This is an optimization exercise on Yosys and OpenROAD, whose aim is small area and few clock cycles, not a production implementation. RTL that was checked went through simulation tests only; none was proved equivalent to the original. Only the layout flow was run in run 2; the RTL was not checked for function there. No activity file was given, so power comes from the tool's default toggle rates.

`flow/design.v`:
```
module ro_quant_pack_writer #(
    parameter int IN_W   = 192,
    parameter int OUT_W  = 128,
    parameter int ADDR_W = 32
) (
    input  logic              clk,
    input  logic              rst_n,
    input  logic              s_config_valid,
    output logic              s_config_ready,
    input  logic [31:0]       s_config_data,
    input  logic              s_valid,
    input  logic [IN_W-1:0]   s_data,
    output logic              s_ready,
    output logic              cmd_valid,
    input  logic              cmd_ready,
    output logic [ADDR_W-1:0] cmd_addr,
    output logic [15:0]       cmd_len,
    output logic              m_valid,
    output logic [OUT_W-1:0]  m_data,
    output logic              m_last,
    input  logic              m_ready,
    output logic              done,
    output logic [1:0]        status
);
    logic [1:0]          cidx_q;       
    logic [11:0]         w_q, h_q;
    logic [4:0]          sh_q;
    logic                relu_q;
    logic [12:0]         g_q;
    logic [ADDR_W-1:0]   addr_q;
    logic                ben_q;        
    logic [11:0]         rem_q;        
    logic [12:0]         grp_q;
    logic [11:0]         line_q;
    logic [7:0]          tile_q;
    logic [63:0]         hold_q;       
    logic                sp_q;         
    logic                splast_q;     
    logic                cdone_q;      
    logic                act_q;        
    logic                pend_q;       
    logic                jl_word, odd, seg_end, job_last, cmd_ok, cmd_acc, m_acc, beat_acc, cfg_acc;
    logic                w0_acc, w1_acc, w2_acc, word_last_acc;
    logic [63:0]         q_pix;
    logic [11:0]         half_w;
    function automatic logic [7:0] quant(input logic [23:0] x, input logic [4:0] sh,
                                         input logic relu, input logic zero);
        logic signed [24:0] xs, z;
        logic [7:0]  s8, y;
        logic        rb, fits, ovf, neg;
        logic [15:0] t;
        logic [15:0] u;
        xs = {x, 1'b0};
        z  = xs >>> sh;
        s8 = z[8:1];
        rb = z[0];
        for (int j = 0; j < 16; j++) t[j] = x[j+7] ^ x[23];
        u[15] = t[15];
        for (int j = 14; j >= 0; j--) u[j] = u[j+1] | t[j];
        fits = sh[4] ? 1'b1 : ~u[sh[3:0]];
        ovf  = (s8 == 8'h7F) & rb;
        if (!fits || ovf) begin
            y   = {x[23], {7{~x[23]}}};
            neg = x[23];
        end else begin
            y   = s8 + {7'd0, rb};
            neg = y[7];
        end
        if ((relu && neg) || zero) y = 8'h00;
        quant = y;
    endfunction
    always_comb begin
        q_pix = '0;
        for (int unsigned i = 0; i < 8; i++)
            q_pix[63-8*i -: 8] = quant(s_data[IN_W-1-24*i -: 24], sh_q, relu_q, sp_q);
    end
    assign odd      = w_q[0] ^ rem_q[0];           
    assign seg_end  = (rem_q == 12'd1);
    assign job_last = seg_end && (grp_q == 13'd1) && (line_q == 12'd1) && (tile_q == 8'd1);
    assign cmd_valid = act_q && !cdone_q;
    assign cmd_acc   = cmd_valid && cmd_ready;
    assign jl_word   = sp_q ? splast_q : job_last;
    assign cmd_ok    = cdone_q || (cmd_acc && !jl_word);
    assign m_valid  = cmd_ok && (sp_q || (s_valid && ben_q && odd));
    assign m_data   = {hold_q, q_pix};
    assign m_last   = sp_q || seg_end;
    assign m_acc    = m_valid && m_ready;
    assign word_last_acc = m_acc && m_last;
    assign done     = word_last_acc && jl_word;
    assign s_ready  = ben_q && (odd ? (m_ready && cmd_ok) : !sp_q);
    assign beat_acc = s_valid && s_ready;
    always_comb begin
        case (cidx_q)
            2'd0:    s_config_ready = ben_q ? (beat_acc && job_last && !sp_q && cmd_ok)
                                            : (!act_q || cmd_ok);
            2'd1:    s_config_ready = 1'b1;
            2'd2:    s_config_ready = 1'b1;
            default: s_config_ready = 1'b0;
        endcase
    end
    assign cfg_acc = s_config_valid && s_config_ready;
    assign w0_acc  = cfg_acc && (cidx_q == 2'd0);
    assign w1_acc  = cfg_acc && (cidx_q == 2'd1);
    assign w2_acc  = cfg_acc && (cidx_q == 2'd2);
    assign half_w   = w_q[11:1] + {11'd0, w_q[0]};
    assign cmd_addr = addr_q;
    assign cmd_len  = {half_w, 4'b0000};
    assign status   = !act_q ? 2'd0 : done ? 2'd3 : cmd_valid ? 2'd1 : 2'd2;
    always_ff @(posedge clk) begin
        if (!rst_n) begin
            cidx_q   <= '0;
            ben_q    <= 1'b0;
            sp_q     <= 1'b0;
            cdone_q  <= 1'b0;
            act_q    <= 1'b0;
            pend_q   <= 1'b0;
        end else begin
            if (cfg_acc) cidx_q <= (cidx_q == 2'd2) ? 2'd0 : cidx_q + 2'd1;
            if (w1_acc) ben_q <= 1'b1;
            else if (beat_acc && job_last) ben_q <= 1'b0;
            if (beat_acc && !odd && seg_end) sp_q <= 1'b1;
            else if (sp_q && m_acc) sp_q <= 1'b0;
            if (word_last_acc) cdone_q <= 1'b0;
            else if (cmd_acc) cdone_q <= 1'b1;
            act_q  <= w2_acc || pend_q || (act_q && !done);
            pend_q <= act_q && !done && (pend_q || w2_acc);
        end
    end
    always_ff @(posedge clk) begin
        if (beat_acc && !odd) begin
            hold_q   <= q_pix;
            splast_q <= job_last;
        end
        if (w2_acc) addr_q <= s_config_data[ADDR_W-1:0];
        else if (cmd_acc) addr_q <= addr_q + ADDR_W'({half_w, 4'b0000});
        if (w0_acc) begin
            w_q    <= s_config_data[11:0];
            h_q    <= s_config_data[23:12];
            sh_q   <= s_config_data[28:24];
            relu_q <= s_config_data[29];
            rem_q  <= s_config_data[11:0];
            line_q <= s_config_data[23:12];
        end else if (beat_acc) begin
            rem_q <= seg_end ? w_q : rem_q - 12'd1;
            if (seg_end) begin
                if (grp_q == 13'd1) begin
                    if (line_q == 12'd1) line_q <= h_q;
                    else line_q <= line_q - 12'd1;
                end
            end
        end
        if (w1_acc) begin
            g_q    <= s_config_data[23:11];
            grp_q  <= s_config_data[23:11];
            tile_q <= s_config_data[7:0];
        end else if (beat_acc && seg_end) begin
            if (grp_q == 13'd1) begin
                grp_q <= g_q;
                if (line_q == 12'd1) tile_q <= tile_q - 8'd1;
            end else begin
                grp_q <= grp_q - 13'd1;
            end
        end
    end
endmodule
```
`flow/run.sh`:
```
#!/bin/bash
# synth_recipe.tcl (not shown) runs the flow's synth.tcl, then flattens the netlist and writes it again
# the make line also repeats each setting of config.mk as NAME=value (left out here)
make -C /OpenROAD-flow-scripts/flow DESIGN_CONFIG=/design/flow/config.mk WORK_HOME=/design/flow/orfs CLKGATE_MAP_FILE= SYNTH_SCRIPT=/design/flow/synth_recipe.tcl finish
```
`flow/config.mk`:
```
export PLATFORM = sky130hd
export DESIGN_NAME = ro_quant_pack_writer
export DESIGN_NICKNAME = ro_quant_pack_writer
export VERILOG_FILES = /design/flow/design.v
export SDC_FILE = /design/flow/constraint.sdc
export NUM_CORES = 4
export LEC_CHECK = 0
export CAP_MARGIN = 20
export CORE_MARGIN = 2
export CORE_UTILIZATION = 40
export PLACE_DENSITY = 0.6
export SLEW_MARGIN = 20
```
`flow/constraint.sdc`:
```
create_clock -name core_clock -period 10.0 [get_ports {clk}]
set_input_delay 2.0000 -clock core_clock [delete_from_list [all_inputs] [get_ports {clk}]]
set_output_delay 2.0000 -clock core_clock [all_outputs]
set_load 0.01 [all_outputs]
```
==> results of run 1 <==
==> cell usage in the layout (no fill, tap or decap), types with 51 or more instances in the layout <==
master,n
sky130_fd_sc_hd__a21oi_1,113
sky130_fd_sc_hd__clkdlybuf4s50_1,409
sky130_fd_sc_hd__edfxtp_1,185
sky130_fd_sc_hd__inv_1,51
sky130_fd_sc_hd__mux2_2,98
sky130_fd_sc_hd__mux2i_1,132
sky130_fd_sc_hd__mux4_2,141
sky130_fd_sc_hd__nand2_1,198
sky130_fd_sc_hd__nand3_1,59
sky130_fd_sc_hd__nor2_1,141
sky130_fd_sc_hd__nor3_1,70
sky130_fd_sc_hd__o21ai_0,148
sky130_fd_sc_hd__xnor2_1,83
==> layout make-up <==
class | instances | share of cell area [%]
multi-input cells | 1892 | 56.25
flip-flops and latches | 192 | 20.91
repair buffers | 445 | 16.16
well taps | 748 | 3.437
clock buffers | 18 | 1.576
inverters | 59 | 0.8132
clock inverters | 14 | 0.7397
diodes | 12 | 0.1103
==> layer usage <==
layer,track usage [%],wire [um],up-vias
met1,42.08,37960,10800
met4,12.54,3391,10
met3,9.024,9595,211
met2,48.58,41980,1345
met5,0,64,-
li1,-,-,9717
==> through the flow <==
stage / total power, uW / area (sq um) / hold WS (ps)
finish: 4258 / 27230 / 494.0
global route: 4459 / 27220 / 512.0
CTS: 4238 / 27200 / 494.2
detailed placement: 3458 / 26570 / 472.9
global placement: 3436 / 26570 / 459.1
floorplan: 2619 / 22240 / 453.2
==> worst max-delay path, stage by stage <==
cell                              delay, ps
sky130_fd_sc_hd__clkdlybuf4s50_1        610
sky130_fd_sc_hd__or4_1                  610
sky130_fd_sc_hd__o22a_1                 210
sky130_fd_sc_hd__or3_1                  400
sky130_fd_sc_hd__a2111oi_0              800
sky130_fd_sc_hd__nor4_1                 260
sky130_fd_sc_hd__a31oi_2                460
sky130_fd_sc_hd__nand3_1                140
sky130_fd_sc_hd__a21oi_1                420
sky130_fd_sc_hd__clkdlybuf4s50_1        640
==> state kept, by name, summed over array words and instances, names as in the netlist, 5 cells and up <==
register  cells
sh_q          5
grp_q        13
tile_q        8
addr_q       32
h_q          12
g_q          13
rem_q        12
hold_q       64
line_q       12
w_q          12
==> logic make-up (layout without fill, tap and decap cells) <==
family / Yosys count / count (layout) / synth area share, %
compound gates: 615 / 615 / 18.86
xor+xnor: 129 / 129 / 5.083
fa+ha+maj: 44 / 44 / 2.511
buf+inv: 251 / 536 / 5.646
flops: 192 / 192 / 25.62
mux: 379 / 379 / 25.87
other cells: 1 / 16 / 0.01687
simple gates: 721 / 721 / 16.38
==> report_power, final <==
part,switching (uW),internal [uW],total (uW)
registers,67.9,1020,1090
logic,1360,1040,2400
clock network,400,367,767
total,1830,2430,4260
==> path summary, 6_finish.rpt <==
| check | startpoint | cells past startpoint | slack, ps | end |
|---|---|---|---|---|
| max | s_data[117] | 10 | 1460 | m_data[39] |
| min | pend_q | 1 | 490 | act_q |
| max reg2reg | sh_q[2] | 9 | 4890 | hold_q[37] |
| min reg2reg | pend_q | 1 | 490 | act_q |
==> flow_metrics.py, run 1 <==
metrics = {
    "clock_network": {
        "cts_tree": "done",
        "clk_transition_reported_paths_ps": 90,
        "h-tree-depth": 4,
        "cts_num_sinks": 192,
        "post-cts-setup-buffer-count": 0,
        "clkLatencyLatePin_ps": 520,
        "clock-root-buffer": "sky130_fd_sc_hd__clkbuf_16",
        "cts.hold.buffers_added": 0,
        "clock_buffers_created_by_tritoncts": 17,
        "post_cts_resized": 0,
        "cts_buffer_depth": 2,
    },
    "min_path": {
        "hold_path_class": "reg2reg",
    },
    "floorplanning": {
        "core_sq_um": 54990,
        "design.die.area_sq_um": 57470,
        "start_util_pct": 40.42,
        "dieWidth_um": 239.7,
        "rows": 86,
        "fp.dieH_um": 239.7,
        "ios": 414,
    },
    "finish": {
        "final_core_utilization_pct": 49.53,
        "nFillCells": 5054,
        "post_route_cells_drive_above_1_share_pct": 13.89,
        "fin_nets": 2881,
        "multi_input_comb_area_sq_um": 15320,
        "stdcell_count": 3380,
        "syn_to_final_growth_pct": 22.53,
        "ff_latch_area_sq_um": 5695,
    },
    "global_routing": {
        "grt_start_max_net_pins": 134,
        "first_global_vias": 20950,
        "grtUsageTotal_pct": 31.70,
        "grt_pass1_wl_mm": 136.3,
        "globalRouteOverflowTotal": 0,
        "antenna_violations_before_repair": 17,
    },
    "timing": {
        "finalHoldViolations": 0,
        "final_max_slew_viol_count": 0,
        "setup_violations": 0,
        "unrepaired_setup_endpoints_after_global_routing": "false",
        "timing.final.crit_period_ps": 8544,
        "relSlewSlack_pct": 19.99,
        "final.setup_skew_ps": 30.71,
        "fin_crit_sh_pct": 85.44,
        "timing.setup.tns_ps": 0,
        "tightestPinTransition_ps": 1200,
        "clock.fmax_ghz": 0.1170,
        "post-route-worst-setup-slack_ps": 1456,
    },
    "pwr": {
        "ir_drop_v": 0.0001615,
        "pwr_density_cell_nw_per_um2": 156.3,
        "power_leakage_uw": 0.009415,
    },
    "synth": {
        "ys_top_cells_by_area": "sky130_fd_sc_hd__edfxtp_1 25%, sky130_fd_sc_hd__mux4_2 14%, sky130_fd_sc_hd__mux2i_1 5.9%",
        "yosysSeqAreaShare_pct": 25.62,
        "synth_top_cell_by_area": "sky130_fd_sc_hd__edfxtp_1",
        "post_synth_most_frequent_cells": "198 x sky130_fd_sc_hd__nand2_1, 185 x sky130_fd_sc_hd__edfxtp_1, 149 x sky130_fd_sc_hd__o21ai_0",
        "ys_seq_elements": 192,
        "top_flip_flop_cell_by_instance_count_after_synthesis": "sky130_fd_sc_hd__edfxtp_1",
        "most_instantiated_library_cell_after_synthesis": "sky130_fd_sc_hd__nand2_1",
        "postSynthCellCount": 2332,
        "ys.warnings.count": 1,
        "async_flop_share_pct": 0,
        "mappedNetlistArea_sq_um": 22230,
        "synth_top_cell_area_share_pct": 24.99,
        "synth-edff-count": 185,
        "syn_avg_cell_area_sq_um": 9.531,
        "synthDistinctLibCells": 98,
    },
    "placed_design": {
        "numPortBuffers": 409,
        "dp_worst_setup_slack_ps": 1617,
        "gp_congestion": 0.9556,
        "place_inst": 3336,
        "post-dp-hpwl_mm": 68.27,
    },
    "drt": {
        "first_iter_violations": 2547,
        "antenna_violating_nets_post_route": 0,
        "total_drc_errors_in_the_routed_layout": 0,
        "drtPass1Iterations": 6,
        "dr_total_vias": 22090,
        "post_drt_via_cell_ratio": 6.534,
        "routedWlPerCell_um": 27.51,
        "postRouteWirelength_mm": 92.99,
    },
    "worst_setup_path": {
        "cp.required_ps": 8000,
        "crit_type": "in2out",
        "critical_path.max_fanout": 10,
        "timing.critical_path.arrival_ps": 6540,
        "timing.critical_path.to_type": "primary output",
        "crit_path_start_kind": "input port",
    },
    "job": {
        "max_cap_viol_count": 0,
    },
    "outcome": {
        "run_status": "complete, no violations",
    },
}
Testbench counts, summed over its fixed seeds: cycles 16,570.
==> inputs of run 2 (changes only) <==
--- a/flow/design.v
+++ b/flow/design.v
@@ -43,36 +43,37 @@
     logic                w0_acc, w1_acc, w2_acc, word_last_acc;
     logic [63:0]         q_pix;
     logic [11:0]         half_w;
+    logic [15:0]         shm;
     function automatic logic [7:0] quant(input logic [23:0] x, input logic [4:0] sh,
-                                         input logic relu, input logic zero);
-        logic signed [24:0] xs, z;
-        logic [7:0]  s8, y;
-        logic        rb, fits, ovf, neg;
-        logic [15:0] t;
-        logic [15:0] u;
-        xs = {x, 1'b0};
-        z  = xs >>> sh;
-        s8 = z[8:1];
-        rb = z[0];
-        for (int j = 0; j < 16; j++) t[j] = x[j+7] ^ x[23];
-        u[15] = t[15];
-        for (int j = 14; j >= 0; j--) u[j] = u[j+1] | t[j];
-        fits = sh[4] ? 1'b1 : ~u[sh[3:0]];
-        ovf  = (s8 == 8'h7F) & rb;
-        if (!fits || ovf) begin
-            y   = {x[23], {7{~x[23]}}};
-            neg = x[23];
-        end else begin
-            y   = s8 + {7'd0, rb};
-            neg = y[7];
-        end
-        if ((relu && neg) || zero) y = 8'h00;
+                                         input logic [15:0] m, input logic relu,
+                                         input logic zero);
+        logic [40:0] w;
+        logic [22:0] v1;
+        logic [10:0] v2;
+        logic [7:0]  z, y;
+        logic [6:0]  lo;
+        logic        sg, rb, fits, c7, sat;
+        sg = x[23];
+        w  = {{16{sg}}, x, 1'b0};
+        for (int j = 0; j < 23; j++) v1[j] = sh[4] ? w[j+16] : w[j];
+        for (int j = 0; j < 11; j++) v2[j] = v1[j + 4*sh[3:2]];
+        for (int j = 0; j < 8; j++)  z[j]  = v2[j + sh[1:0]];
+        rb   = z[0];
+        fits = sg ? ~|(~x[22:7] & m) : ~|(x[22:7] & m);
+        {c7, lo} = {1'b0, z[7:1]} + {7'd0, rb};
+        sat  = !fits || (!sg && c7);
+        if ((relu && sg) || zero) y = 8'h00;
+        else if (sat)             y = {sg, {7{~sg}}};
+        else                      y = {sg ^ c7, lo};
         quant = y;
     endfunction
     always_comb begin
+        for (int j = 0; j < 16; j++) shm[j] = !sh_q[4] && (5'(j) >= sh_q);
+    end
+    always_comb begin
         q_pix = '0;
         for (int unsigned i = 0; i < 8; i++)
-            q_pix[63-8*i -: 8] = quant(s_data[IN_W-1-24*i -: 24], sh_q, relu_q, sp_q);
+            q_pix[63-8*i -: 8] = quant(s_data[IN_W-1-24*i -: 24], sh_q, shm, relu_q, sp_q);
     end
     assign odd      = w_q[0] ^ rem_q[0];           
     assign seg_end  = (rem_q == 12'd1);
==> flow/flow/run.sh (new file) <==
#!/bin/bash
set -euo pipefail
export BUFFER_PORTS_ARGS="-buffer_cell sky130_fd_sc_hd__buf_1"
bash standard.sh > standard.log 2>&1
==> flow/standard.sh (new file) <==
#!/bin/bash
# synth_recipe.tcl (not shown) runs the flow's synth.tcl, then flattens the netlist and writes it again
# the make line also repeats each setting of config.mk as NAME=value (left out here)
make -C /OpenROAD-flow-scripts/flow DESIGN_CONFIG=/design/flow/config.mk WORK_HOME=/design/flow/orfs CLKGATE_MAP_FILE= SYNTH_SCRIPT=/design/flow/synth_recipe.tcl "${@:-finish}"
removed: flow/run.sh
==> run 2 against run 1 <==
Total power grew 25%; combinational power grew 39%; first-iteration DRC count shrank 18%; critical path type unchanged; critical endpoint is now m_data[23]; highest routed layer unchanged.
==> flow_metrics.py, run 2 <==
metrics = {
    "outcome": {
        "run_status": "complete, no violations",
    },
    "synth": {
        "synth_top_cell_area_share_pct": 30.88,
        "ys_top_cells_by_area": "sky130_fd_sc_hd__edfxtp_1 31%, sky130_fd_sc_hd__mux2_2 7.1%, sky130_fd_sc_hd__o21ai_0 4.8%",
        "ys.warnings.count": 1,
        "async_flop_share_pct": 0,
        "post_synth_most_frequent_cells": "187 x sky130_fd_sc_hd__nand2_1, 185 x sky130_fd_sc_hd__edfxtp_1, 174 x sky130_fd_sc_hd__o21ai_0",
        "postSynthCellCount": 1996,
        "most_instantiated_library_cell_after_synthesis": "sky130_fd_sc_hd__nand2_1",
        "synth_top_cell_by_area": "sky130_fd_sc_hd__edfxtp_1",
        "top_flip_flop_cell_by_instance_count_after_synthesis": "sky130_fd_sc_hd__edfxtp_1",
        "mappedNetlistArea_sq_um": 17990,
        "syn_avg_cell_area_sq_um": 9.014,
        "synthDistinctLibCells": 86,
        "yosysSeqAreaShare_pct": 31.66,
        "synth-edff-count": 185,
        "ys_seq_elements": 192,
    },
    "timing": {
        "clock.fmax_ghz": 0.1183,
        "finalHoldViolations": 0,
        "timing.setup.tns_ps": 0,
        "relSlewSlack_pct": 19.99,
        "unrepaired_setup_endpoints_after_global_routing": "false",
        "timing.final.crit_period_ps": 8453,
        "hold_slack_ps": 511.1,
        "fin_crit_sh_pct": 84.53,
        "final_max_slew_viol_count": 0,
        "final.setup_skew_ps": 14.05,
        "tightestPinTransition_ps": 1198,
        "setup_violations": 0,
    },
    "min_path": {
        "start_point_of_the_worst_min_delay_path": "pend_q",
        "hold_crit_endpoint": "act_q",
        "worst_hold_depth": 1,
        "hold_path_class": "reg2reg",
    },
    "drt": {
        "post_drt_via_cell_ratio": 6.331,
        "antenna_violating_nets_post_route": 0,
        "total_drc_errors_in_the_routed_layout": 0,
        "postRouteWirelength_mm": 75.73,
        "first_iter_violations": 2098,
        "routedWlPerCell_um": 25.69,
        "drtPass1Iterations": 9,
        "dr_total_vias": 18670,
    },
    "clock_network": {
        "cts_buffer_depth": 2,
        "post_cts_resized": 0,
        "h-tree-depth": 4,
        "cts_num_sinks": 192,
        "cts.hold.buffers_added": 0,
        "post-cts-setup-buffer-count": 0,
        "clk_transition_reported_paths_ps": 90,
        "clock_buffers_created_by_tritoncts": 17,
        "clkLatencyLatePin_ps": 500,
        "cts_tree": "done",
        "clock-root-buffer": "sky130_fd_sc_hd__clkbuf_16",
    },
    "global_routing": {
        "antenna_violations_before_repair": 27,
        "grt_pass1_wl_mm": 111.0,
        "grt_start_max_net_pins": 196,
        "grtUsageTotal_pct": 31.37,
        "globalRouteOverflowTotal": 0,
        "first_global_vias": 17780,
    },
    "worst_setup_path": {
        "timing.critical_path.to_type": "primary output",
        "crit_type": "in2out",
        "worst-r2r-setup-slack_ps": 4300,
        "worstReg2RegStart": "sh_q[1]",
        "crit_path_start_kind": "input port",
        "r2r.worst_path.cells": 14,
        "critical_path.max_fanout": 10,
        "timing.rr.end": "hold_q[60]",
        "timing.critical_path.arrival_ps": 6450,
        "cp.required_ps": 8000,
    },
    "finish": {
        "largest_reg_flops": 64,
        "regMostFlops": "hold_q",
        "post_route_cells_drive_above_1_share_pct": 11.16,
        "layout_top_registers": "hold_q (64), addr_q (32)",
        "mostFrequentLayoutCell": "sky130_fd_sc_hd__buf_1",
        "syn_to_final_growth_pct": 15.08,
        "final_cell_mix": "409 x sky130_fd_sc_hd__buf_1, 187 x sky130_fd_sc_hd__nand2_1, 185 x sky130_fd_sc_hd__edfxtp_1, 174 x sky130_fd_sc_hd__o21ai_0, 157 x sky130_fd_sc_hd__a21oi_1",
        "fin_nets": 2608,
    },
    "job": {
        "max_cap_viol_count": 0,
    },
    "floorplanning": {
        "fp.dieH_um": 216.1,
        "start_util_pct": 40.60,
        "core_sq_um": 44320,
        "ios": 414,
        "rows": 77,
        "dieWidth_um": 216.1,
        "design.die.area_sq_um": 46690,
    },
    "placed_design": {
        "post-dp-hpwl_mm": 56.02,
        "gp_congestion": 0.9675,
        "numPortBuffers": 409,
    },
    "pwr": {
        "ir_drop_v": 0.0002157,
        "power_leakage_uw": 0.007103,
        "pwr_density_cell_nw_per_um2": 257.5,
    },
}
[run 2: worst max path at each step]
stage                           start         end  slack, ps  depth (start not counted)
after floorplan           s_data[191]  m_data[56]       2580                         17
after detailed placement   s_data[71]  m_data[23]       1670                         16
after global placement     s_data[71]  m_data[23]       1770                         16
final                      s_data[71]  m_data[23]       1550                         16
after global routing       s_data[71]  m_data[23]       1160                         16
after CTS                  s_data[71]  m_data[23]       1660                         16
[run 2: critical path: stages]
cell and delay, ps:
sky130_fd_sc_hd__buf_1 350, sky130_fd_sc_hd__nand2b_1 350, sky130_fd_sc_hd__o21ai_0 140, sky130_fd_sc_hd__a221oi_1 600, sky130_fd_sc_hd__o22ai_1 240, sky130_fd_sc_hd__or4b_2 730
sky130_fd_sc_hd__nand3b_1 230, sky130_fd_sc_hd__nor3_1 270, sky130_fd_sc_hd__ha_1 240, sky130_fd_sc_hd__nor3_1 60, sky130_fd_sc_hd__o211ai_1 100, sky130_fd_sc_hd__a221oi_1 70
sky130_fd_sc_hd__nand4_1 190, sky130_fd_sc_hd__nand2b_1 70, sky130_fd_sc_hd__a221oi_1 590, sky130_fd_sc_hd__buf_1 210
[run 2: cells by family (layout without fill, tap and decap cells)]
group	Yosys count	count (layout)	share of synthesized area, %
XOR/XNOR	97	97	4.722
multiplexers	229	229	16.69
adder cells (fa/ha/maj)	52	52	3.658
buffers and inverters	205	545	4.819
AO/OA/AOI/OAI	676	676	24.39
other	1	21	0.02084
AND/OR/NAND/NOR	544	544	14.05
flip-flops	192	192	31.66
[run 2: layout make-up]
type / count / area (sq um)
Sequential cell: 192 / 5695
Clock inverter: 15 / 206.4
Timing Repair Buffer: 448 / 1878
Antenna cell: 17 / 42.54
Inverter: 65 / 244.0
Multi-Input combinational cell: 1602 / 11470
Clock buffer: 17 / 425.4
Fill cell: 4408 / 23610
Tap cell: 592 / 740.7
[run 2: through the flow]
step | total power [uW] | cells | util (%) | instance area (sq um) | setup WS [ps]
finish | 5333 | 2948 | 46.72 | 20710 | 1547
global route | 5664 | 2935 | 46.65 | 20670 | 1163
CTS | 5281 | 2931 | 46.62 | 20660 | 1655
detailed placement | 4525 | 2899 | 45.20 | 20030 | 1668
global placement | 4502 | 2899 | 45.19 | 20030 | 1770
floorplan | 3576 | 1999 | - | 18000 | 2579
[run 2: layer usage]
| metal | GRT usage, % | wire length [um] | vias to the layer above |
|---|---|---|---|
| li1 | - | - | 8371 |
| met1 | 38.80 | 29190 | 9016 |
| met2 | 50.92 | 35070 | 1070 |
| met3 | 9.375 | 8314 | 182 |
| met4 | 13.22 | 2980 | 26 |
| met5 | 0 | 179 | - |
[run 2: power by group]
group,switching (uW),internal (uW)
Combinational,2070,1260
Sequential,127,1140
Clock,393,346
Total,2590,2740
==> inputs of run 3 (changes only) <==
--- a/flow/design.v
+++ b/flow/design.v
@@ -139,17 +139,11 @@
             h_q    <= s_config_data[23:12];
             sh_q   <= s_config_data[28:24];
             relu_q <= s_config_data[29];
-            rem_q  <= s_config_data[11:0];
-            line_q <= s_config_data[23:12];
-        end else if (beat_acc) begin
-            rem_q <= seg_end ? w_q : rem_q - 12'd1;
-            if (seg_end) begin
-                if (grp_q == 13'd1) begin
-                    if (line_q == 12'd1) line_q <= h_q;
-                    else line_q <= line_q - 12'd1;
-                end
-            end
         end
+        if (w1_acc || beat_acc)
+            rem_q <= (w1_acc || seg_end) ? w_q : rem_q - 12'd1;
+        if (w1_acc || (beat_acc && seg_end && grp_q == 13'd1))
+            line_q <= (w1_acc || line_q == 12'd1) ? h_q : line_q - 12'd1;
         if (w1_acc) begin
             g_q    <= s_config_data[23:11];
             grp_q  <= s_config_data[23:11];
--- a/flow/config.mk
+++ b/flow/config.mk
@@ -7,6 +7,6 @@
 export LEC_CHECK = 0
 export CAP_MARGIN = 20
 export CORE_MARGIN = 2
-export CORE_UTILIZATION = 40
-export PLACE_DENSITY = 0.6
+export CORE_UTILIZATION = 60
+export PLACE_DENSITY = 0.7
 export SLEW_MARGIN = 20
==> run 3 against run 2 <==
Critical path type unchanged; area after synthesis is 2.4% lower; critical endpoint is now m_data[46]; via count is 1.5% higher; wire length shrank 9.7%; final area shrank 3.5%; largest cell class unchanged; largest power group unchanged; die area decreased by 34%; register-to-register slack worse by 100 ps.
==> flow_metrics.py, run 3 <==
metrics = {
    "floorplanning": {
        "design.die.area_sq_um": 30650,
        "start_util_pct": 61.01,
        "core_sq_um": 28780,
        "rows": 62,
        "fp.dieH_um": 175.1,
        "ios": 414,
        "dieWidth_um": 175.1,
    },
    "clock_network": {
        "clock_buffers_created_by_tritoncts": 17,
        "clk_transition_reported_paths_ps": 90,
        "clkLatencyLatePin_ps": 460,
        "h-tree-depth": 4,
        "post_cts_resized": 0,
        "cts_tree": "done",
        "cts_num_sinks": 192,
        "cts_buffer_depth": 2,
        "cts.hold.buffers_added": 0,
        "post-cts-setup-buffer-count": 0,
        "clock-root-buffer": "sky130_fd_sc_hd__clkbuf_16",
    },
    "timing": {
        "setup_violations": 0,
        "clock.fmax_ghz": 0.1165,
        "timing.setup.tns_ps": 0,
        "finalHoldViolations": 0,
        "unrepaired_setup_endpoints_after_global_routing": "false",
        "relSlewSlack_pct": 10.69,
        "final.setup_skew_ps": 17.92,
        "final_max_slew_viol_count": 0,
        "tightestPinTransition_ps": 1326,
        "timing.final.crit_period_ps": 8582,
        "fin_crit_sh_pct": 85.82,
        "hold_slack_ps": 508.4,
    },
    "drt": {
        "routed-wl-met3_mm": 8.584,
        "first_iter_violations": 2659,
        "route.met2.wl_mm": 30.48,
        "postRouteWirelength_mm": 68.37,
        "dr_total_vias": 18940,
        "top_layer_used": "met5",
        "routedLengthMet1_mm": 24.17,
        "routedWlPerCell_um": 25.20,
        "drtPass1Iterations": 7,
        "total_drc_errors_in_the_routed_layout": 0,
        "post_drt_via_cell_ratio": 6.982,
        "antenna_violating_nets_post_route": 0,
    },
    "finish": {
        "mostFrequentLayoutCell": "sky130_fd_sc_hd__buf_1",
        "fin_nets": 2587,
        "regMostFlops": "hold_q",
        "layout_top_registers": "hold_q (64), addr_q (32)",
        "final_cell_mix": "409 x sky130_fd_sc_hd__buf_1, 199 x sky130_fd_sc_hd__nand2_1, 185 x sky130_fd_sc_hd__edfxtp_1, 176 x sky130_fd_sc_hd__o21ai_0, 145 x sky130_fd_sc_hd__a21oi_1",
        "largest_reg_flops": 64,
        "stdcell_count": 2713,
        "fin_area_sq_um": 19990,
        "syn_to_final_growth_pct": 13.85,
        "post_route_cells_drive_above_1_share_pct": 9.016,
    },
    "pwr": {
        "power_leakage_uw": 0.006888,
        "switching_power_uw": 2442,
        "p_int_uw": 2574,
        "share_seq_of_total_power_pct": 23.3,
        "p_total_uw": 5016,
        "switching_fraction_of_total_power_pct": 48.69,
        "pwr_density_cell_nw_per_um2": 250.9,
        "combinational_fraction_of_design_power_pct": 62.3,
        "ir_drop_v": 0.0001639,
        "share_clk_of_total_power_pct": 14.5,
    },
    "worst_setup_path": {
        "critical_path.n_buffers_inverters": 2,
        "slowest_stage": "sky130_fd_sc_hd__mux4_2",
        "worst-r2r-setup-slack_ps": 4200,
        "timing.critical_path.arrival_ps": 6580,
        "critical_path.max_fanout": 11,
        "crit_path_start_kind": "input port",
        "timing.rr.end": "hold_q[46]",
        "worstReg2RegStart": "sh_q[2]",
        "top_family_by_delay_on_critical_path": "compound AO/OA/AOI/OAI gates",
        "crit_path_max_incr_delay_ps": 530,
        "crit_type": "in2out",
        "r2r.worst_path.cells": 18,
        "crit_path_cell_trace": "buf_1 -> nand2b_1 -> o211ai_1 -> o211ai_1 -> mux4_2 -> ha_1 -> nand3_1 -> o22ai_1 -> nand2_1 -> nor3_1 -> ha_1 -> or2_2 -> a221o_1 -> a221o_1 -> nor4_1 -> a32o_1 -> nand2b_1 -> a21o_1 -> nor3_1 -> buf_1",
        "cp.required_ps": 8000,
        "timing.critical_path.to_type": "primary output",
    },
    "placed_design": {
        "place_inst": 2670,
        "placedInstanceArea_sq_um": 19350,
        "post-dp-hpwl_mm": 48.65,
        "gp_congestion": 1.062,
        "numPortBuffers": 409,
    },
    "min_path": {
        "start_point_of_the_worst_min_delay_path": "pend_q",
        "hold_crit_endpoint": "act_q",
        "hold_path_class": "reg2reg",
        "worst_hold_depth": 1,
    },
    "synth": {
        "top_flip_flop_cell_by_instance_count_after_synthesis": "sky130_fd_sc_hd__edfxtp_1",
        "ys.warnings.count": 1,
        "synth-edff-count": 185,
        "synth_top_cell_area_share_pct": 31.64,
        "ys_top_cells_by_area": "sky130_fd_sc_hd__edfxtp_1 32%, sky130_fd_sc_hd__o21ai_0 5.0%, sky130_fd_sc_hd__mux2_2 4.8%",
        "mappedNetlistArea_sq_um": 17560,
        "synth_top_cell_by_area": "sky130_fd_sc_hd__edfxtp_1",
        "synthDistinctLibCells": 81,
        "ys_seq_elements": 192,
        "async_flop_share_pct": 0,
        "syn_avg_cell_area_sq_um": 8.936,
        "postSynthCellCount": 1965,
        "yosysSeqAreaShare_pct": 32.44,
        "most_instantiated_library_cell_after_synthesis": "sky130_fd_sc_hd__nand2_1",
        "post_synth_most_frequent_cells": "199 x sky130_fd_sc_hd__nand2_1, 185 x sky130_fd_sc_hd__edfxtp_1, 176 x sky130_fd_sc_hd__o21ai_0",
    },
    "job": {
        "max_cap_viol_count": 0,
    },
    "global_routing": {
        "first_global_vias": 17990,
        "antenna_violations_before_repair": 12,
        "globalRouteOverflowTotal": 0,
        "grtUsageTotal_pct": 43.31,
        "grt_start_max_net_pins": 130,
        "grt_pass1_wl_mm": 102.6,
    },
    "outcome": {
        "run_status": "complete, no violations",
    },
}
==> run 3: cell count changes in the layout (fill, tap and decap cells not counted), moves of 14 or more <==
cell / change
sky130_fd_sc_hd__a22oi_1: -22
sky130_fd_sc_hd__mux2i_1: +27
sky130_fd_sc_hd__nor2_1: -35
sky130_fd_sc_hd__o211ai_1: -14
sky130_fd_sc_hd__o221ai_1: +16
sky130_fd_sc_hd__mux2_2: -39
sky130_fd_sc_hd__a211oi_1: -22
sky130_fd_sc_hd__mux2_4: -21
sky130_fd_sc_hd__nor2b_1: +19
sky130_fd_sc_hd__a222oi_1: -14
==> run 3: through the flow <==
stage | setup WS, ps | util, %
2_1_floorplan | 2207 | -
3_3_place_gp | 1615 | 67.25
3_5_place_dp | 1470 | 67.25
4_1_cts | 1488 | 69.34
5_1_grt | 1136 | 69.41
6_report | 1418 | 69.46
==> run 3: layout make-up <==
class / count / area [sq um]
Timing Repair Buffer: 453 / 1903
Clock inverter: 14 / 172.7
Tap cell: 384 / 480.5
Sequential cell: 192 / 5695
Fill cell: 2349 / 8788
Clock buffer: 18 / 429.2
Inverter: 55 / 206.4
Antenna cell: 11 / 27.53
Multi-Input combinational cell: 1586 / 11080
==> run 3: layer usage <==
| metal | track usage [%] | vias up |
|---|---|---|
| met2 | 67.36 | 1534 |
| met1 | 53.18 | 8777 |
| met4 | 29.38 | 2 |
| li1 | - | 8250 |
| met3 | 10.90 | 378 |
| met5 | 0 | - |
==> run 3: power by group through the flow <==
stage	Clock, uW	Combinational, uW	Sequential, uW
4_1_cts	725	3000	1160
5_1_grt	749	3330	1180
6_report	725	3120	1170
2_1_floorplan	0	2140	1160
3_5_place_dp	0	2990	1180
3_3_place_gp	0	2940	1180
==> run 3: worst max path at each step <==
stage           startpoint          to  slack [ps]  depth (start not counted)
4_1_cts        s_data[143]  m_data[46]        1490                         20
3_5_place_dp   s_data[143]  m_data[46]        1470                         20
2_1_floorplan  s_data[130]  m_data[47]        2210                         18
3_3_place_gp   s_data[143]  m_data[46]        1620                         20
6_report       s_data[143]  m_data[46]        1420                         20
5_1_grt        s_data[143]  m_data[46]        1140                         20
==> run 3: logic make-up after synthesis <==
logic type | synth area share [%]
xor gates and xnor gates | 5.337
DFF | 32.44
adders and majority gates | 3.919
buffers and inverters | 4.653
muxes | 13.57
AOI/OAI and AO/OA | 24.05
and+or+nand+nor | 16.01
other | 0.02136
==> run 3: worst register-to-register path, delay by kind of cell (launching register included) <==
family / cells / cell delay [ps]
muxes: 1 / 460
and+or+nand+nor: 8 / 2060
adders and majority gates: 2 / 460
AOI/OAI and AO/OA: 7 / 1810
DFF: 1 / 850
Testbench counts of run 3, summed over its fixed seeds: cycles 16,570.
==> inputs of run 4 (changes only) <==
==> flow/flow/run.sh (replaced) <==
#!/bin/bash
# The standard layout with two changes:
#  - after the standard synthesis, ABC re-maps the combinational logic between the unchanged
#    flip-flops for area (flow/remap.abc); the result is used only if ABC proves it equivalent
#    to the standard netlist, with every flip-flop cut into an input (Q) and outputs (D, DE);
#  - the port buffers use the smallest buffer cell;
#  - the clock tree's register-cluster buffers are clkbuf_4 under a clkbuf_16 root.
# Each tool writes its full output to a log file of its own in this folder.
set -euo pipefail
W=$PWD
F=$W/flow
R=$W/orfs/results/$FLOW_PLATFORM/ro_quant_pack_writer/base
L=$W/orfs/logs/$FLOW_PLATFORM/ro_quant_pack_writer/base
LIB=$FLOW_HOME/platforms/$FLOW_PLATFORM/lib/sky130_fd_sc_hd__tt_025C_1v80.lib
BIN=$FLOW_HOME/../tools/install/yosys/bin
export BUFFER_PORTS_ARGS="-buffer_cell sky130_fd_sc_hd__buf_1"
# clock tree: a strong root buffer, small buffers at the register clusters
export CTS_ARGS="-sink_clustering_enable -repair_clock_nets -root_buf sky130_fd_sc_hd__clkbuf_16 -buf_list {sky130_fd_sc_hd__clkbuf_4 sky130_fd_sc_hd__clkbuf_8 sky130_fd_sc_hd__clkbuf_16} -sink_clustering_buffer sky130_fd_sc_hd__clkbuf_4"

bash standard.sh synth > standard_synth.log 2>&1
cp $R/1_2_yosys.v std_synth.v

remap() {
    local du
    du=$(grep -o -- "-dont_use [^ ]*" $L/1_2_yosys.log | sort -u | tr '\n' ' ')
    cat > remap.ys <<EOT
read_liberty -ignore_miss_func $LIB
read_verilog $W/std_synth.v
hierarchy -top $FLOW_TOP
setattr -mod -set keep_hierarchy 1 sky130_fd_sc_hd__edfxtp_1 sky130_fd_sc_hd__dfxtp_1
flatten
opt_clean
abc -script $F/remap.abc -liberty $LIB $du
splitnets
opt_clean -purge
hilomap -singleton -hicell sky130_fd_sc_hd__conb_1 HI -locell sky130_fd_sc_hd__conb_1 LO
stat -liberty $LIB
select $FLOW_TOP
write_verilog -noattr -nohex -nodec -selected $W/remap_synth.v
EOT
    $BIN/yosys -s remap.ys > remap_yosys.log 2>&1 || return 1
    python3 $F/cutff.py std_synth.v cut_gold.v gold > cut.log 2>&1 || return 1
    python3 $F/cutff.py remap_synth.v cut_gate.v gate >> cut.log 2>&1 || return 1
    for n in gold gate; do
        cat > cut_$n.ys <<EOT
read_liberty -ignore_miss_func $LIB
read_verilog cut_$n.v
hierarchy -top $n
flatten
opt_clean
write_blif -impltf cut_$n.blif
EOT
        $BIN/yosys -s cut_$n.ys > cut_${n}_yosys.log 2>&1 || return 1
    done
    $BIN/yosys-abc -c "cec -n cut_gold.blif cut_gate.blif" > cec.log 2>&1 || return 1
    grep -q "Networks are equivalent" cec.log || return 1
    # the flip-flops must be the standard synthesis's, by name and cell
    diff <(grep -oE "sky130_fd_sc_hd__e?dfxtp_[0-9]+ +[^ ]+" std_synth.v | sort) \
         <(grep -oE "sky130_fd_sc_hd__e?dfxtp_[0-9]+ +[^ ]+" remap_synth.v | sort) > ff_diff.log || return 1
    return 0
}

if remap; then
    echo "remapped netlist used" > remap_status.log
    cp remap_synth.v $R/1_2_yosys.v
    touch $R/1_2_yosys.v
else
    echo "remap failed or not proved; standard netlist used" > remap_status.log
fi

bash standard.sh > standard.log 2>&1
==> flow/flow/cutff.py (new file) <==
#!/usr/bin/env python3
"""Turn every flip-flop of a flat Yosys netlist into module ports (its Q an input, its D and DE
outputs), so two netlists with the same flip-flops can be compared as combinational logic."""
import re, sys

src, dst, newname = sys.argv[1], sys.argv[2], sys.argv[3]
text = open(src).read()
inst = re.compile(r'\n\s*sky130_fd_sc_hd__(e?dfxtp)_\d+\s+(\\\S+|\S+)\s*\((.*?)\);', re.S)
ports, decls, assigns = [], [], []

def pname(kind, name):
    return '\\%s_%s ' % (kind, name.lstrip('\\'))

def repl(m):
    typ, name, body = m.group(1), m.group(2), m.group(3)
    conn = dict(re.findall(r'\.(\w+)\s*\(\s*(.*?)\s*\)\s*(?:,|$)', body, re.S))
    q = pname('ffq', name); d = pname('ffd', name)
    ports.extend([q, d]); decls.append('  input %s;\n  output %s;\n' % (q, d))
    assigns.append('  assign %s = %s;\n' % (conn['Q'] + ' ', q))
    assigns.append('  assign %s = %s ;\n' % (d, conn['D']))
    if typ == 'edfxtp':
        e = pname('ffe', name)
        ports.append(e); decls.append('  output %s;\n' % e)
        assigns.append('  assign %s = %s ;\n' % (e, conn['DE']))
    return '\n'
text = inst.sub(repl, text)
hdr = 'module %s(%s, ' % (newname, ', '.join(ports))
text = re.sub(r'module\s+ro_quant_pack_writer\s*\(', lambda m: hdr, text, count=1)
text = text.replace('endmodule', ''.join(decls) + ''.join(assigns) + 'endmodule', 1)
open(dst, 'w').write(text)
print(len(ports), 'ports added')
==> flow/flow/remap.abc (new file) <==
&get -n
&st
&deepsyn -T 60
&dch -f
&nf -a -R 1000
&put
topo
==> run 4 against run 3 <==
Highest routed layer unchanged; clock power increased by 8.7%; register-to-register slack got worse by 2100 ps; synthesized cell count is 12% lower; flip-flop and latch count did not move; critical path type is now reg2out; die area shrank 18%; critical path depth is 1 lower; first-iteration DRC count rose by 52%; utilization increased by 4.6 points; combinational power decreased by 71%; critical endpoint is now m_data[9]; total power decreased by 47%; worst setup slack got worse by 470 ps; wire length up 3.4%.
==> flow_metrics.py, run 4 <==
metrics = {
    "placed_design": {
        "gp_congestion": 1.105,
        "numPortBuffers": 409,
        "placedInstanceArea_sq_um": 16680,
        "post-dp-hpwl_mm": 48.74,
        "place_inst": 2505,
    },
    "global_routing": {
        "first_global_vias": 18320,
        "grt_pass1_wl_mm": 105.6,
        "grt_start_max_net_pins": 62,
        "grtUsageTotal_pct": 53.87,
        "globalRouteOverflowTotal": 0,
        "antenna_violations_before_repair": 18,
    },
    "drt": {
        "postRouteWirelength_mm": 70.67,
        "routedWlPerCell_um": 27.67,
        "first_iter_violations": 4037,
        "antenna_violating_nets_post_route": 0,
        "drtPass1Iterations": 11,
        "post_drt_via_cell_ratio": 7.595,
        "dr_total_vias": 19400,
        "total_drc_errors_in_the_routed_layout": 0,
    },
    "timing": {
        "hold_slack_ps": 497.3,
        "final_max_slew_viol_count": 0,
        "unrepaired_setup_endpoints_after_global_routing": "false",
        "relSlewSlack_pct": 19.12,
        "timing.setup.tns_ps": 0,
        "final.setup_skew_ps": 19.84,
        "timing.final.crit_period_ps": 9052,
        "fin_crit_sh_pct": 90.52,
        "clock.fmax_ghz": 0.1105,
        "finalHoldViolations": 0,
        "tightestPinTransition_ps": 1210,
        "setup_violations": 0,
    },
    "floorplanning": {
        "fp.dieH_um": 158.8,
        "design.die.area_sq_um": 25210,
        "dieWidth_um": 158.8,
        "rows": 56,
        "ios": 414,
        "core_sq_um": 23470,
        "start_util_pct": 61.24,
    },
    "min_path": {
        "hold_crit_endpoint": "pend_q",
        "worst_hold_depth": 2,
        "start_point_of_the_worst_min_delay_path": "pend_q",
        "hold_path_class": "reg2reg",
    },
    "worst_setup_path": {
        "critical_path.n_buffers_inverters": 2,
        "worst-r2r-setup-slack_ps": 2060,
        "crit_path_start_kind": "flip-flop",
        "crit_path_cell_trace": "buf_4 -> nand2_1 -> nor2_2 -> a22o_1 -> a21oi_1 -> and3_1 -> nor2_1 -> a21oi_1 -> a21oi_1 -> o21ai_0 -> or4_1 -> or3_1 -> or3_1 -> or2_0 -> nor2_1 -> nor2_1 -> nor3_1 -> a31o_1 -> buf_1",
        "slowest_stage": "sky130_fd_sc_hd__nor3_1",
        "worstReg2RegStart": "w_q[0]",
        "crit_type": "reg2out",
        "timing.critical_path.to_type": "primary output",
        "critical_path.max_fanout": 60,
        "r2r.worst_path.cells": 27,
        "timing.rr.end": "addr_q[30]",
        "cp.required_ps": 8000,
        "top_family_by_delay_on_critical_path": "simple AND/OR/NAND/NOR gates",
        "crit_path_max_incr_delay_ps": 820,
        "timing.critical_path.arrival_ps": 7050,
    },
    "synth": {
        "postSynthCellCount": 1730,
        "ys.warnings.count": 1,
        "syn_avg_cell_area_sq_um": 8.309,
        "mappedNetlistArea_sq_um": 14380,
    },
    "pwr": {
        "p_total_uw": 2647,
        "pwr_density_cell_nw_per_um2": 152.3,
        "switching_fraction_of_total_power_pct": 40.07,
        "power_leakage_uw": 0.005861,
        "combinational_fraction_of_design_power_pct": 33.8,
        "share_seq_of_total_power_pct": 36.4,
        "switching_power_uw": 1061,
        "p_int_uw": 1586,
        "ir_drop_v": 0.0001160,
        "share_clk_of_total_power_pct": 29.8,
    },
    "clock_network": {
        "cts_tree": "done",
        "post_cts_resized": 0,
        "post-cts-setup-buffer-count": 0,
        "h-tree-depth": 4,
        "cts_num_sinks": 192,
        "cts.hold.buffers_added": 0,
        "clkLatencyLatePin_ps": 460,
        "clk_transition_reported_paths_ps": 90,
        "clock-root-buffer": "sky130_fd_sc_hd__clkbuf_16",
        "cts_buffer_depth": 2,
        "clock_buffers_created_by_tritoncts": 17,
    },
    "finish": {
        "mostFrequentLayoutCell": "sky130_fd_sc_hd__buf_1",
        "regMostFlops": "hold_q",
        "layout_top_registers": "hold_q (64), addr_q (32)",
        "final_cell_mix": "409 x sky130_fd_sc_hd__buf_1, 261 x sky130_fd_sc_hd__nor2_1, 235 x sky130_fd_sc_hd__nand2_1, 185 x sky130_fd_sc_hd__edfxtp_1, 172 x sky130_fd_sc_hd__a21oi_1",
        "nFillCells": 1801,
        "fin_nets": 2435,
        "largest_reg_flops": 64,
        "post_route_cells_drive_above_1_share_pct": 3.787,
        "fin_area_sq_um": 17380,
        "stdcell_count": 2554,
        "syn_to_final_growth_pct": 20.89,
    },
    "job": {
        "max_cap_viol_count": 0,
    },
    "outcome": {
        "run_status": "complete, no violations",
    },
}
## run 4: final cells by class
type                            count  area [sq um]  area share, %
Clock buffer                       17         425.4          2.448
Sequential cell                   192          5695          32.77
Tap cell                          319         399.1          2.297
Timing Repair Buffer              453          1866          10.74
Multi-Input combinational cell   1521          8646          49.75
Inverter                           20         75.07         0.4320
Clock inverter                     15         229.0          1.318
Antenna cell                       17         42.54         0.2448
## run 4: worst max-delay path by stage
| stage | start | end | slack (ps) | cells after the start |
|---|---|---|---|---|
| after floorplan | sh_q[4] | m_data[14] | 1930 | 17 |
| after global placement | s_data[47] | m_data[8] | 1590 | 18 |
| after detailed placement | s_data[47] | m_data[8] | 1450 | 18 |
| after CTS | s_data[47] | m_data[8] | 1400 | 18 |
| after global routing | s_data[47] | m_data[8] | 970 | 18 |
| final | sh_q[4] | m_data[9] | 950 | 19 |
## run 4: power by group through the flow
stage	Clock (uW)	Combinational, uW	Sequential [uW]
finish	788	895	964
detailed placement	0	833	979
CTS	774	840	962
global route	803	938	966
global placement	0	811	976
floorplan	0	488	994
## run 4: per-stage QoR
stage          setup slack, ps  util, %
4_1_cts                   1405    73.85
6_report                 948.4    74.04
5_1_grt                  970.2    73.99
2_1_floorplan             1928        -
3_3_place_gp              1586    71.03
3_5_place_dp              1453    71.07
## run 4: layer usage
metal | global-route usage [%] | vias to the layer above | routed length (um)
li1 | - | 7842 | -
met1 | 62.32 | 8593 | 22370
met2 | 81.70 | 2248 | 29680
met3 | 19.51 | 709 | 11300
met4 | 40.99 | 6 | 7282
met5 | 0 | - | 38
## run 4: worst reg2reg max path, stage by stage (launching register included)
cell,delay (ps)
sky130_fd_sc_hd__edfxtp_1,490
sky130_fd_sc_hd__and3_1,370
sky130_fd_sc_hd__xor2_1,370
sky130_fd_sc_hd__xnor2_1,220
sky130_fd_sc_hd__nor4_1,150
sky130_fd_sc_hd__or4_1,560
sky130_fd_sc_hd__a21oi_1,240
sky130_fd_sc_hd__nor2_1,90
sky130_fd_sc_hd__maj3_1,390
sky130_fd_sc_hd__nor3_1,250
sky130_fd_sc_hd__nor3_1,120
sky130_fd_sc_hd__a21o_1,230
sky130_fd_sc_hd__maj3_1,460
sky130_fd_sc_hd__maj3_1,460
sky130_fd_sc_hd__o22ai_1,290
sky130_fd_sc_hd__nor2_1,160
sky130_fd_sc_hd__and3_1,270
sky130_fd_sc_hd__and3_1,230
sky130_fd_sc_hd__and2_0,240
sky130_fd_sc_hd__and3_1,260
sky130_fd_sc_hd__and2_0,360
sky130_fd_sc_hd__and3_1,340
sky130_fd_sc_hd__and2_0,230
sky130_fd_sc_hd__and3_1,240
sky130_fd_sc_hd__and2_0,210
sky130_fd_sc_hd__nand2_1,120
sky130_fd_sc_hd__nand2_1,70
sky130_fd_sc_hd__o21ai_0,320
==> inputs of run 5 (changes only) <==
--- a/flow/flow/run.sh
+++ b/flow/flow/run.sh
@@ -3,8 +3,7 @@
 #  - after the standard synthesis, ABC re-maps the combinational logic between the unchanged
 #    flip-flops for area (flow/remap.abc); the result is used only if ABC proves it equivalent
 #    to the standard netlist, with every flip-flop cut into an input (Q) and outputs (D, DE);
-#  - the port buffers use the smallest buffer cell;
-#  - the clock tree's register-cluster buffers are clkbuf_4 under a clkbuf_16 root.
+#  - the port buffers use the smallest buffer cell.
 # Each tool writes its full output to a log file of its own in this folder.
 set -euo pipefail
 W=$PWD
@@ -14,8 +13,6 @@
 LIB=$FLOW_HOME/platforms/$FLOW_PLATFORM/lib/sky130_fd_sc_hd__tt_025C_1v80.lib
 BIN=$FLOW_HOME/../tools/install/yosys/bin
 export BUFFER_PORTS_ARGS="-buffer_cell sky130_fd_sc_hd__buf_1"
-# clock tree: a strong root buffer, small buffers at the register clusters
-export CTS_ARGS="-sink_clustering_enable -repair_clock_nets -root_buf sky130_fd_sc_hd__clkbuf_16 -buf_list {sky130_fd_sc_hd__clkbuf_4 sky130_fd_sc_hd__clkbuf_8 sky130_fd_sc_hd__clkbuf_16} -sink_clustering_buffer sky130_fd_sc_hd__clkbuf_4"
 
 bash standard.sh synth > standard_synth.log 2>&1
 cp $R/1_2_yosys.v std_synth.v
--- a/flow/config.mk
+++ b/flow/config.mk
@@ -5,8 +5,8 @@
 export SDC_FILE = /design/flow/constraint.sdc
 export NUM_CORES = 4
 export LEC_CHECK = 0
-export CAP_MARGIN = 20
+export CAP_MARGIN = 5
 export CORE_MARGIN = 2
 export CORE_UTILIZATION = 60
 export PLACE_DENSITY = 0.7
-export SLEW_MARGIN = 20
+export SLEW_MARGIN = 5
==> run 5 against run 4 <==
Still clean; total power shrank 0.92%; critical path depth did not move; hold slack worse by 2.2 ps; synthesized cell count stayed put; first-iteration DRC count shrank 6.5%; die area did not move; combinational power down 0.7%; critical endpoint unchanged.
==> flow_metrics.py, run 5 <==
metrics = {
    "outcome": {
        "run_status": "complete, no violations",
    },
    "placed_design": {
        "post-dp-hpwl_mm": 48.47,
        "gp_congestion": 1.105,
        "numPortBuffers": 409,
    },
    "floorplanning": {
        "rows": 56,
        "core_sq_um": 23470,
        "design.die.area_sq_um": 25210,
        "dieWidth_um": 158.8,
        "start_util_pct": 61.24,
        "fp.dieH_um": 158.8,
        "ios": 414,
    },
    "worst_setup_path": {
        "crit_type": "reg2out",
        "worstReg2RegStart": "w_q[0]",
        "timing.rr.end": "addr_q[30]",
        "timing.critical_path.arrival_ps": 7000,
        "cp.required_ps": 8000,
        "r2r.worst_path.cells": 27,
        "crit_path_start_kind": "flip-flop",
        "critical_path.max_fanout": 60,
        "worst-r2r-setup-slack_ps": 2150,
        "timing.critical_path.from": "sh_q[4]",
        "timing.critical_path.to_type": "primary output",
    },
    "finish": {
        "syn_to_final_growth_pct": 20.62,
        "final_core_utilization_pct": 73.87,
        "fin_nets": 2434,
        "nFillCells": 1761,
        "post_route_cells_drive_above_1_share_pct": 3.744,
        "mostFrequentLayoutCell": "sky130_fd_sc_hd__buf_1",
        "layout_top_registers": "hold_q (64), addr_q (32)",
        "largest_reg_flops": 64,
        "final_cell_mix": "409 x sky130_fd_sc_hd__buf_1, 261 x sky130_fd_sc_hd__nor2_1, 235 x sky130_fd_sc_hd__nand2_1, 185 x sky130_fd_sc_hd__edfxtp_1, 172 x sky130_fd_sc_hd__a21oi_1",
        "regMostFlops": "hold_q",
    },
    "clock_network": {
        "h-tree-depth": 4,
        "cts_tree": "done",
        "cts.hold.buffers_added": 0,
        "clkLatencyLatePin_ps": 470,
        "cts_buffer_depth": 2,
        "clk_transition_reported_paths_ps": 90,
        "post_cts_resized": 0,
        "post-cts-setup-buffer-count": 0,
        "clock-root-buffer": "sky130_fd_sc_hd__clkbuf_16",
        "cts_num_sinks": 192,
        "clock_buffers_created_by_tritoncts": 17,
    },
    "pwr": {
        "pwr_density_cell_nw_per_um2": 151.3,
        "ir_drop_v": 0.0001379,
        "p_total_uw": 2623,
        "power_leakage_uw": 0.005838,
    },
    "drt": {
        "routedWlPerCell_um": 27.27,
        "postRouteWirelength_mm": 69.61,
        "first_iter_violations": 3775,
        "dr_total_vias": 19170,
        "drtPass1Iterations": 13,
        "total_drc_errors_in_the_routed_layout": 0,
        "post_drt_via_cell_ratio": 7.509,
        "antenna_violating_nets_post_route": 0,
    },
    "synth": {
        "ys.warnings.count": 1,
        "syn_avg_cell_area_sq_um": 8.309,
        "postSynthCellCount": 1730,
        "mappedNetlistArea_sq_um": 14380,
    },
    "global_routing": {
        "grtUsageTotal_pct": 53.02,
        "grt_start_max_net_pins": 62,
        "grt_pass1_wl_mm": 104.1,
        "antenna_violations_before_repair": 12,
        "first_global_vias": 18090,
        "globalRouteOverflowTotal": 0,
    },
    "timing": {
        "hold_slack_ps": 495.2,
        "relSlewSlack_pct": 19.79,
        "timing.final.crit_period_ps": 9003,
        "fin_crit_sh_pct": 90.03,
        "unrepaired_setup_endpoints_after_global_routing": "false",
        "setup_violations": 0,
        "timing.setup.tns_ps": 0,
        "finalHoldViolations": 0,
        "clock.fmax_ghz": 0.1111,
        "final_max_slew_viol_count": 0,
        "tightestPinTransition_ps": 1199,
        "final.setup_skew_ps": 18.61,
    },
    "min_path": {
        "worst_hold_depth": 2,
        "hold_crit_endpoint": "pend_q",
        "hold_path_class": "reg2reg",
        "start_point_of_the_worst_min_delay_path": "pend_q",
    },
    "job": {
        "max_cap_viol_count": 0,
    },
}
run 5: report_power, final:
group,internal (uW),switching (uW),leakage (uW)
clock network,349,422,0.000298
registers,935,28.7,0.00175
logic,277,612,0.00379
run 5: metal layers:
metal | GRT usage (%) | vias up | wire length (um)
met5 | 0 | - | 52
met4 | 36.86 | 4 | 6547
met3 | 19.72 | 596 | 11340
met2 | 81.06 | 2187 | 29640
met1 | 61.83 | 8549 | 22030
li1 | - | 7835 | -
run 5: worst max-delay path, cell delays in order, from the launching register on:
cell	delay [ps]
sky130_fd_sc_hd__edfxtp_1	360
sky130_fd_sc_hd__buf_4	600
sky130_fd_sc_hd__nand2_1	580
sky130_fd_sc_hd__nor2_2	750
sky130_fd_sc_hd__a22o_1	240
sky130_fd_sc_hd__a21oi_1	60
sky130_fd_sc_hd__and3_1	190
sky130_fd_sc_hd__nor2_1	90
sky130_fd_sc_hd__a21oi_1	70
sky130_fd_sc_hd__a21oi_1	180
sky130_fd_sc_hd__o21ai_0	130
sky130_fd_sc_hd__or4_1	500
sky130_fd_sc_hd__or3_1	490
sky130_fd_sc_hd__or3_1	440
sky130_fd_sc_hd__or2_0	290
sky130_fd_sc_hd__nor2_1	220
sky130_fd_sc_hd__nor2_1	90
sky130_fd_sc_hd__nor3_1	780
sky130_fd_sc_hd__a31o_1	290
sky130_fd_sc_hd__buf_1	180
run 5: per-stage QoR:
stage | cell area (sq um) | instances | setup WS (ps)
finish | 17340 | 2553 | 996.9
global route | 17320 | 2545 | 940.9
CTS | 17300 | 2536 | 1374
detailed placement | 16670 | 2504 | 1452
global placement | 16670 | 2504 | 1586
floorplan | 14390 | 1733 | 1928
run 5: final cells by class:
class | instances | area [sq um] | area share [%]
Inverter | 20 | 75.07 | 0.4330
Sequential cell | 192 | 5695 | 32.85
Tap cell | 319 | 399.1 | 2.302
Clock buffer | 17 | 425.4 | 2.453
Timing Repair Buffer | 452 | 1858 | 10.72
Antenna cell | 17 | 42.54 | 0.2453
Multi-Input combinational cell | 1521 | 8646 | 49.86
Clock inverter | 15 | 197.7 | 1.140
run 5: worst max-delay path by stage:
stage               slack (ps)  depth (start not counted)          to
floorplan                 1930                         17  m_data[14]
global placement          1590                         18   m_data[8]
detailed placement        1450                         18   m_data[8]
CTS                       1370                         18   m_data[8]
global route               940                         19  m_data[14]
finish                    1000                         19   m_data[9]
==> inputs of run 6 (changes only) <==
--- a/flow/config.mk
+++ b/flow/config.mk
@@ -5,8 +5,8 @@
 export SDC_FILE = /design/flow/constraint.sdc
 export NUM_CORES = 4
 export LEC_CHECK = 0
-export CAP_MARGIN = 5
+export CAP_MARGIN = 20
 export CORE_MARGIN = 2
 export CORE_UTILIZATION = 60
 export PLACE_DENSITY = 0.7
-export SLEW_MARGIN = 5
+export SLEW_MARGIN = 20
==> run 6 against run 5 <==
Global-route usage grew 0.86 points; utilization up 0.17 points; worst setup slack got worse by 49 ps; final area rose by 0.22%; register-to-register slack worse by 90 ps; non-clock buffer count grew 1; total power up 0.93%; synthesized cell count is the same; wire length grew 1.5%; flip-flop and latch count unchanged; still clean; final cell count hardly changed; critical path type unchanged.
==> flow_metrics.py, run 6 <==
metrics = {
    "min_path": {
        "hold_path_class": "reg2reg",
    },
    "clock_network": {
        "h-tree-depth": 4,
        "cts.hold.buffers_added": 0,
        "clock_buffers_created_by_tritoncts": 17,
        "cts_tree": "done",
        "clock-root-buffer": "sky130_fd_sc_hd__clkbuf_16",
        "clk_transition_reported_paths_ps": 90,
        "cts_buffer_depth": 2,
        "cts_num_sinks": 192,
        "clkLatencyLatePin_ps": 460,
        "post-cts-setup-buffer-count": 0,
        "post_cts_resized": 0,
    },
    "drt": {
        "antenna_violating_nets_post_route": 0,
        "drtPass1Iterations": 11,
        "postRouteWirelength_mm": 70.67,
        "first_iter_violations": 4037,
        "total_drc_errors_in_the_routed_layout": 0,
        "dr_total_vias": 19400,
        "routedWlPerCell_um": 27.67,
        "post_drt_via_cell_ratio": 7.595,
    },
    "finish": {
        "mostFrequentLayoutCell": "sky130_fd_sc_hd__buf_1",
        "regMostFlops": "hold_q",
        "largest_reg_flops": 64,
        "fin_nets": 2435,
        "final_cell_mix": "409 x sky130_fd_sc_hd__buf_1, 261 x sky130_fd_sc_hd__nor2_1, 235 x sky130_fd_sc_hd__nand2_1, 185 x sky130_fd_sc_hd__edfxtp_1, 172 x sky130_fd_sc_hd__a21oi_1",
        "syn_to_final_growth_pct": 20.89,
        "post_route_cells_drive_above_1_share_pct": 3.787,
        "final_core_utilization_pct": 74.04,
        "layout_top_registers": "hold_q (64), addr_q (32)",
    },
    "placed_design": {
        "dp_worst_setup_slack_ps": 1453,
        "post-dp-hpwl_mm": 48.74,
        "numPortBuffers": 409,
        "gp_congestion": 1.105,
    },
    "timing": {
        "timing.final.crit_period_ps": 9052,
        "clock.fmax_ghz": 0.1105,
        "setup_violations": 0,
        "post-route-worst-setup-slack_ps": 948.4,
        "fin_crit_sh_pct": 90.52,
        "finalHoldViolations": 0,
        "unrepaired_setup_endpoints_after_global_routing": "false",
        "final_max_slew_viol_count": 0,
        "tightestPinTransition_ps": 1210,
        "final.setup_skew_ps": 19.84,
        "timing.setup.tns_ps": 0,
        "relSlewSlack_pct": 19.12,
    },
    "global_routing": {
        "grt_util_met3_pct": 19.51,
        "globalRouteOverflowTotal": 0,
        "grt_start_max_net_pins": 62,
        "grt_util_met2_pct": 81.70,
        "antenna_violations_before_repair": 18,
        "first_global_vias": 18320,
        "met1_usage_pct": 62.32,
        "grt-busiest-layer": "met2",
        "grt_pass1_wl_mm": 105.6,
        "grtUsageTotal_pct": 53.87,
    },
    "pwr": {
        "p_total_uw": 2647,
        "pwr_density_cell_nw_per_um2": 152.3,
        "power_leakage_uw": 0.005861,
        "ir_drop_v": 0.0001160,
    },
    "floorplanning": {
        "rows": 56,
        "start_util_pct": 61.24,
        "ios": 414,
        "core_sq_um": 23470,
        "dieWidth_um": 158.8,
        "design.die.area_sq_um": 25210,
        "fp.dieH_um": 158.8,
    },
    "synth": {
        "postSynthCellCount": 1730,
        "mappedNetlistArea_sq_um": 14380,
        "syn_avg_cell_area_sq_um": 8.309,
        "ys.warnings.count": 1,
    },
    "worst_setup_path": {
        "critical_path.max_fanout": 60,
        "crit_path_start_kind": "flip-flop",
        "timing.critical_path.arrival_ps": 7050,
        "crit_type": "reg2out",
        "cp.required_ps": 8000,
        "timing.critical_path.to_type": "primary output",
    },
    "outcome": {
        "run_status": "complete, no violations",
    },
    "job": {
        "max_cap_viol_count": 0,
    },
}
## run 6: changes by cell type in the layout (fill, tap and decap cells not counted)
cell / change
sky130_fd_sc_hd__buf_4: +1
sky130_fd_sc_hd__bufinv_16: +1
sky130_fd_sc_hd__clkinv_4: -1
sky130_fd_sc_hd__clkinv_8: +2
sky130_fd_sc_hd__clkinvlp_4: -1
sky130_fd_sc_hd__inv_12: -2
sky130_fd_sc_hd__inv_16: +1
sky130_fd_sc_hd__inv_6: +1
sky130_fd_sc_hd__inv_8: -1
## run 6: through the flow
step,std cells,hold slack (ps),cell area (sq um)
floorplan,1733,449.6,14390
global placement,2504,462.7,16670
detailed placement,2505,473.8,16680
CTS,2537,491.6,17340
global route,2550,520.2,17370
finish,2554,497.3,17380
## run 6: power breakdown
group	internal, uW	switching (uW)	leakage (uW)	total [uW]
Clock	375	413	0.000315	788
Combinational	277	619	0.00380	895
Sequential	935	29.4	0.00175	964
Total	1590	1060	0.00586	2650
## run 6: layout make-up
cell class / instances / area (sq um)
clock inverters: 15 / 229.0
well taps: 319 / 399.1
fillers: 1801 / 6095
repair buffers: 453 / 1866
multi-input cells: 1521 / 8646
inverters: 20 / 75.07
flip-flops and latches: 192 / 5695
diodes: 17 / 42.54
clock buffers: 17 / 425.4
## run 6: critical path, stage by stage, from the launching register on
cell	delay, ps
sky130_fd_sc_hd__edfxtp_1	370
sky130_fd_sc_hd__buf_4	580
sky130_fd_sc_hd__nand2_1	570
sky130_fd_sc_hd__nor2_2	740
sky130_fd_sc_hd__a22o_1	230
sky130_fd_sc_hd__a21oi_1	60
sky130_fd_sc_hd__and3_1	190
sky130_fd_sc_hd__nor2_1	100
sky130_fd_sc_hd__a21oi_1	70
sky130_fd_sc_hd__a21oi_1	180
sky130_fd_sc_hd__o21ai_0	130
sky130_fd_sc_hd__or4_1	520
sky130_fd_sc_hd__or3_1	530
sky130_fd_sc_hd__or3_1	450
sky130_fd_sc_hd__or2_0	290
sky130_fd_sc_hd__nor2_1	220
sky130_fd_sc_hd__nor2_1	70
sky130_fd_sc_hd__nor3_1	820
sky130_fd_sc_hd__a31o_1	290
sky130_fd_sc_hd__buf_1	180
## run 6: routing by layer
| layer | part of all wire, % | vias to the layer above | routed length (um) |
|---|---|---|---|
| li1 | - | 7842 | - |
| met1 | 32 | 8593 | 22370 |
| met2 | 42 | 2248 | 29680 |
| met3 | 16 | 709 | 11300 |
| met4 | 10 | 6 | 7282 |
| met5 | 0.054 | - | 38 |
## run 6: worst paths after layout
| path | startpoint | to | slack [ps] | cells past startpoint |
|---|---|---|---|---|
| max reg2reg | w_q[0] | addr_q[30] | 2060 | 27 |
| min reg2reg | pend_q | pend_q | 500 | 2 |
| max | sh_q[4] | m_data[9] | 950 | 19 |
| min | pend_q | pend_q | 500 | 2 |

static timing again, ports no longer ideal:
Ports are ideal in the flow. The routed layouts listed here were re-timed in OpenROAD. Step 1 sets driving cells, clkbuf_16 on the clock port and buf_2 on the other inputs (assumed; they add their load-dependent delay and slew). Step 2 adds t to the input delays and takes it off the output delays; t is the mean of the earliest and latest rising clock arrival at the registers after step 1. Input paths then give back, and output paths get back, about the clock's delay inside the block. a / b / c = ideal / step 1 / step 2; a / b = the first two.
run | shift t [ns] | setup slack, ns | hold WS [ns]
run 1 | 0.569 | 1.456 / 1.398 / 1.398 | 0.494 / 0.494 / 0.494
run 2 | 0.552 | 1.547 / 1.472 / 1.472 | 0.511 / 0.511 / 0.511
run 3 | 0.502 | 1.418 / 1.395 / 1.395 | 0.508 / 0.508 / 0.508
run 4 | 0.506 | 0.948 / 0.893 / 0.973 | 0.497 / 0.497 / 0.497
run 5 | 0.512 | 0.997 / 0.944 / 1.072 | 0.495 / 0.495 / 0.495
run 6 | 0.506 | 0.948 / 0.893 / 0.973 | 0.497 / 0.497 / 0.497
After both steps setup and hold are still met in every run listed. The setup slack of run 2, which loses most, moves by -0.075 ns with the drivers and by -0.075 ns with both steps.
